Background: an optimization exercise with open tools, aiming at small area, a short achievable clock period and few clock cycles. Do not read the settings as production practice.
Where RTL was checked, it was by simulation tests only, not by an equivalence proof against the original.
Power figures rest on the tool's default switching activity, not on a simulated workload.

Design cnn_layer_top, start of the top module:
module cnn_layer_top (
    input  wire                   CLK,
    input  wire                   reset_i,
    input  wire                   start_i,
    output logic                  done_o,
    output logic                  wb_cyc_o,
    output logic                  wb_stb_o,
    output logic                  wb_we_o,
    output cnn_pkg::addr_t        wb_adr_o,
    output cnn_pkg::pixel_t       wb_dat_o,
    input  wire cnn_pkg::pixel_t  wb_dat_i,
    input  wire                   wb_ack_i
);
    typedef logic [15:0] w16_t;
    function automatic w16_t smax(input w16_t a, input w16_t b);
        smax = ($signed(a) > $signed(b)) ? a : b;
    endfunction
    function automatic w16_t add16(input w16_t a, input w16_t b);
        logic [15:0] g, p, gn, pn;
        g = a & b;
        p = a ^ b;
        for (int d = 1; d < 16; d = d * 2) begin
            gn = g;
            pn = p;
            for (int i = d; i < 16; i++) begin
                gn[i] = g[i] | (p[i] & g[i-d]);
  ...
Size in the first run: about 780 flip-flops.
export LEC_CHECK = 0
export ABC_AREA = 1
export CAP_MARGIN = 20
export CORE_MARGIN = 2
export CORE_UTILIZATION = 40
export CTS_CLUSTER_DIAMETER = 120
export CTS_CLUSTER_SIZE = 25
export SLEW_MARGIN = 20
create_clock -name core_clock -period 11.0 [get_ports {CLK}]
standard.sh (not shown) runs the stock make flow with config.mk's settings and CLKGATE_MAP_FILE= SYNTH_SCRIPT=/design/flow/synth_recipe.tcl, a recipe that flattens the netlist after the stock synthesis.
==> flow/flow/run.sh <==
#!/bin/bash
# Layout flow: the standard ORFS flow, with two changes that leave the
# clock period and constraints as they are: timing repair aims at a setup
# slack of 7.5 ns, and the port buffers are buf_4 cells.
set -euo pipefail
bash standard.sh SETUP_SLACK_MARGIN=7.5 "BUFFER_PORTS_ARGS=-buffer_cell sky130_fd_sc_hd__buf_4" finish > standard.log 2>&1
Testbench counts at the start, summed over its fixed seeds: cycles 11,552.
Next try:
==> flow/flow/run.sh (replaced) <==
#!/bin/bash
# Layout flow: the standard ORFS flow, with two changes that leave the
# clock period and constraints as they are: timing repair aims at a setup
# slack of 7.45 ns, and the port buffers are buf_4 cells.
set -euo pipefail
bash standard.sh SETUP_SLACK_MARGIN=7.45 "BUFFER_PORTS_ARGS=-buffer_cell sky130_fd_sc_hd__buf_4" finish > standard.log 2>&1
- ABC_AREA: 1 -> not set
Final cell count went down by roughly a tenth.
Setup slack improves by 0.037 ns.
Flip-flop and latch count stays the same.
Utilization is about the same.
Combinational power came out higher by roughly a tenth.
First-iteration DRC count fell by a quarter to a third.
Next try:
==> flow/flow/run.sh (replaced) <==
#!/bin/bash
# Layout flow: the standard ORFS flow, with two changes that leave the
# clock period and constraints as they are: timing repair aims at a setup
# slack of 7.3 ns, and the port buffers are buf_4 cells.
set -euo pipefail
bash standard.sh SETUP_SLACK_MARGIN=7.3 "BUFFER_PORTS_ARGS=-buffer_cell sky130_fd_sc_hd__buf_4" finish > standard.log 2>&1
- GPL_TIMING_DRIVEN: not set -> 1
Result:
- The new run finished clean
- cell count shrinks by 0.51%
- utilization is lower by 0.41 points
- hold slack improves by 0.025 ns
Next try:
- GPL_TIMING_DRIVEN: 1 -> not set
- TNS_END_PERCENT: not set -> 25
The changed run completed without violations. Combinational power is about the same. Power is about the same. Maximum frequency shrinks by 1.9%.
Next try:
- CORE_UTILIZATION: 40 -> 50
- TNS_END_PERCENT: 25 -> not set
Effect: Wire length stays flat; worst hold slack improves by 0.0037 ns; core utilization grows by 10 points; cell count went down by 7.1%; global-route usage climbs by 4.9 points; critical path depth fell by 2; sequential power is about the same; clock-buffer cell count is higher by 1; total power goes down by about 6%; setup slack gains 0.033 ns.
Next try:
- CORE_UTILIZATION: 50 -> 40
- CTS_CLUSTER_DIAMETER: 120 -> 100
- CTS_CLUSTER_SIZE: 25 -> 20
The new run went through all stages and came out clean; final area increases slightly; core utilization decreases by 10 points; worst setup slack is worse by 0.038 ns; die area increases by a quarter to a third; sequential power is about the same; register-to-register slack is worse by 0.04 ns; count of clock-buffer cells in the layout increases by 14; total power increases by a few percent; clock power increases by roughly a tenth.

* * *

the previous run:
cnn_layer_top, a different RTL version from the one above (not shown whole).
For scale: ~2800 cells after synthesis, roughly 810 flip-flops, ~56 I/O pins, ~38000 sq um of cells after synthesis.
Settings: LEC_CHECK=0, CAP_MARGIN=20, CORE_MARGIN=2, CORE_UTILIZATION=40, CTS_CLUSTER_DIAMETER=120, CTS_CLUSTER_SIZE=25, SLEW_MARGIN=20; clock period 11.0 ns.
==> flow/flow/run.sh <==
#!/bin/bash
# Layout flow: the standard ORFS flow, with two changes that leave the
# clock period and constraints as they are: timing repair aims at a setup
# slack of 7.6 ns, and the port buffers are buf_4 cells.
set -euo pipefail
bash standard.sh SETUP_SLACK_MARGIN=7.6 "BUFFER_PORTS_ARGS=-buffer_cell sky130_fd_sc_hd__buf_4" finish > standard.log 2>&1
Looking at the reports, the previous run completed the entire flow and the layout it produced met the timing, DRC and antenna checks.
Edits applied to the flow inputs when going from the previous run to the current run:
==> flow/flow/run.sh <==
#!/bin/bash
# Layout flow: the standard ORFS flow, with two changes that leave the
# clock period and constraints as they are: timing repair aims at a setup
# slack of 7.3 ns, and the port buffers are buf_4 cells.
set -euo pipefail
bash standard.sh SETUP_SLACK_MARGIN=7.3 "BUFFER_PORTS_ARGS=-buffer_cell sky130_fd_sc_hd__buf_4" finish > standard.log 2>&1
Notes after the runs:
- Between the current run and the previous run, it is the current run whose final net count is lower, by 17.
- The previous run -> the current run: largest voltage drop on the vdd net decreased by more than 10%
- The current run ended with less final-layout clock buffer total than the previous run.
- The routed wire length number comes out higher for the previous run vs the current run.
- Delta (the current run minus the previous run): relative contribution of the clock network to total power now larger, final instance area now smaller.
- When the final numbers for the previous run and the current run were put side by side, the sequential share of layout area turned out to be smaller in the previous run.
- The run showing the greater post-layout total power is the previous run.
- Timing-limited maximum frequency across the previous run and the current run: no real change.
No functional check of the RTL was part of any run of this note.

* * *

v23:
Another version of the RTL of cnn_layer_top (not shown whole).
For scale: ~2700 cells after synthesis, about 790 flip-flops, ~56 I/O pins, ~37000 sq um of cells after synthesis.
## cnn_layer_top
module cnn_layer_top (
    input  wire                   CLK,
    input  wire                   reset_i,
    input  wire                   start_i,
    output logic                  done_o,
    output logic                  wb_cyc_o,
    output logic                  wb_stb_o,
    output logic                  wb_we_o,
    output cnn_pkg::addr_t        wb_adr_o,
    output cnn_pkg::pixel_t       wb_dat_o,
    input  wire cnn_pkg::pixel_t  wb_dat_i,
    input  wire                   wb_ack_i
);
    typedef logic [15:0] w16_t;
    function automatic w16_t smax(input w16_t a, input w16_t b);
        smax = ($signed(a) > $signed(b)) ? a : b;
    endfunction
    function automatic w16_t add16(input w16_t a, input w16_t b);
        logic [15:0] g, p, gn, pn;
        g = a & b;
        p = a ^ b;
        for (int d = 1; d < 16; d = d * 2) begin
            gn = g;
            pn = p;
            for (int i = d; i < 16; i++) begin
                gn[i] = g[i] | (p[i] & g[i-d]);
                pn[i] = p[i] & p[i-d];
            end
            g = gn;
            p = pn;
        end
        add16 = (a ^ b) ^ {g[14:0], 1'b0};
    endfunction
    logic        busy_q;
    logic        done_q;
    logic        cyc_q;
    logic        we_q;
    logic [6:0]  adr_q;
    w16_t        dat_q;
    logic        kst_q;
    logic [3:0]  lr_q;
    logic [3:0]  lc_q;
    logic        rd_done_q;
    logic        cur_k_q;      
    logic        cur_st_q;     
    logic        cur_s3_q;     
    logic        cur_w_q;      
    logic [1:0]  cur_row_q;    
    logic        rd_ack_w;     
    w16_t        kq [0:8];
    w16_t        p0_q, p1_q, p2_q;
    logic [2:0]  seq_q;        
    logic [7:0]  ko_q [0:2], kw_q [0:2], kn_q [0:2];
    logic [63:0] r1_q;        
    logic [2:0]  a2_q;         
    w16_t        f1_q [0:7];
    w16_t        f2_q [0:7];
    w16_t        out_q;
    logic [2:0]  or_q, oc_q;   
    logic        ov_q, pv_q;
    w16_t        hm_q;
    w16_t        pm_q [0:3];
    logic [6:0]  pa_q;         
    logic [6:0]  pn_q;         
  ...
Settings: LEC_CHECK=0, CAP_MARGIN=20, CORE_MARGIN=2, CORE_UTILIZATION=40, SLEW_MARGIN=20; clock period 11.0 ns.
==> flow/flow/run.sh <==
#!/bin/bash
# Layout flow: the standard ORFS flow, with timing repair aimed at a
# setup slack of 7.0 ns (the clock period and constraints are unchanged).
set -euo pipefail
bash standard.sh SETUP_SLACK_MARGIN=7.0 finish > standard.log 2>&1
Input-level comparison between v10 and v23:
==> flow/flow/run.sh <==
#!/bin/bash
# Layout flow: the standard ORFS flow, with two changes that leave the
# clock period and constraints as they are: timing repair aims at a setup
# slack of 7.5 ns, and the port buffers are buf_4 cells.
set -euo pipefail
bash standard.sh SETUP_SLACK_MARGIN=7.5 "BUFFER_PORTS_ARGS=-buffer_cell sky130_fd_sc_hd__buf_4" finish > standard.log 2>&1
- v10 against v23: post-cts repair resize count +80; share of the clock period used by the worst path -2.6 points; total power +about 11%; multiplexer area fraction after synthesis ~0 delta; total detailed-routing wirelength +3.1%.
- Any difference in detailed route wirelength on metal2 between v10 and v23 is small enough to ignore.
- Sort v10 and v23 by maximum cell stage delay along the critical path, descending, and v23 comes first.
- Of v10 and v23, it is v10 that has the higher instance count on the critical path.
Setup changes, v10 to v48
==> flow/flow/run.sh <==
#!/bin/bash
# Layout flow: the standard ORFS flow, with timing repair aimed at a
# setup slack of 7.4 ns (the clock period and constraints are unchanged).
set -euo pipefail
bash standard.sh SETUP_SLACK_MARGIN=7.4 finish > standard.log 2>&1
[summary]
v48 reached the final stage; the timing, DRC and antenna checks on its layout passed. Going from v10 to v48, number of post-CTS setup repair buffers now sits lower; final HPWL from detailed placement down 2300 microns; total chip power shrank by 1.7%.
#### Input delta (v17 over v48)
==> flow/flow/run.sh <==
#!/bin/bash
# Layout flow: the standard ORFS flow, with two changes that leave the
# clock period and constraints as they are: timing repair aims at a setup
# slack of 7.2 ns, and the port buffers are buf_4 cells.
set -euo pipefail
bash standard.sh SETUP_SLACK_MARGIN=7.2 "BUFFER_PORTS_ARGS=-buffer_cell sky130_fd_sc_hd__buf_4" finish > standard.log 2>&1
Results
- Cell count of the worst reg-to-reg path is higher on v17
- Post-route clock period utilization (lower): v48
- On wire length of the first global-routing pass: v17 sits below v48.
- Between v17 and v48, it is v17 whose number of DRC markers in iteration 0 is higher, by 12%.
- Clock power share on v17 is up relative to v48.
- v17 leaves less setup margin than v48.
No run of this note included a check of the RTL's function; only the layout flow was run.

## separate check: timing with driven ports
The results above use ideal ports. As a check the final layouts listed here were re-extracted and re-timed, cells and wires unchanged.
Step 1 (the two cells are an assumption about what drives the block):
set clk [get_ports {CLK}]
set_driving_cell -lib_cell sky130_fd_sc_hd__clkbuf_16 $clk
set_driving_cell -lib_cell sky130_fd_sc_hd__buf_2 [delete_from_list [all_inputs] $clk]
Step 2, shift: input delay + t, output delay - t, t = (earliest + latest rising clock arrival at the registers) / 2. This alone moves slack from input paths to output paths.
Three values: no drivers, after step 1, after step 2; two values: the first two.
run	t (ns)	setup slack, ns	worst setup path at the end	slew at the worst register clock pin (ns)
the first run of note 1	0.669	7.307 / 7.307 / 7.202	input to register	0.11 / 0.11
the second run of note 1	0.665	7.344 / 7.344 / 7.081	input to register	0.11 / 0.11
the third run of note 1	0.662	7.346 / 7.346 / 7.059	input to register	0.12 / 0.12
the fourth run of note 1	0.664	7.274 / 7.274 / 6.986	input to register	0.11 / 0.11
the fifth run of note 1	0.667	7.307 / 7.307 / 6.957	input to register	0.11 / 0.11
the sixth run of note 1	0.698	7.269 / 7.269 / 7.066	input to register	0.10 / 0.10
the previous run	0.683	7.291 / 7.291 / 7.033	input to register	0.12 / 0.12
the current run	0.689	7.295 / 7.295 / 7.105	input to register	0.11 / 0.11
v23	0.707	7.068 / 7.004 / 6.489	input to register	0.07 / 0.07
v10	0.710	7.358 / 7.358 / 7.000	input to register	0.06 / 0.06
v48	0.712	7.381 / 7.381 / 6.851	input to register	0.06 / 0.06
v17	0.699	7.265 / 7.265 / 6.747	input to register	0.06 / 0.06
After both steps every run listed still meets setup and hold. For v23, which loses most, drivers alone change the setup slack by -0.064 ns; drivers and shift together by -0.579 ns.
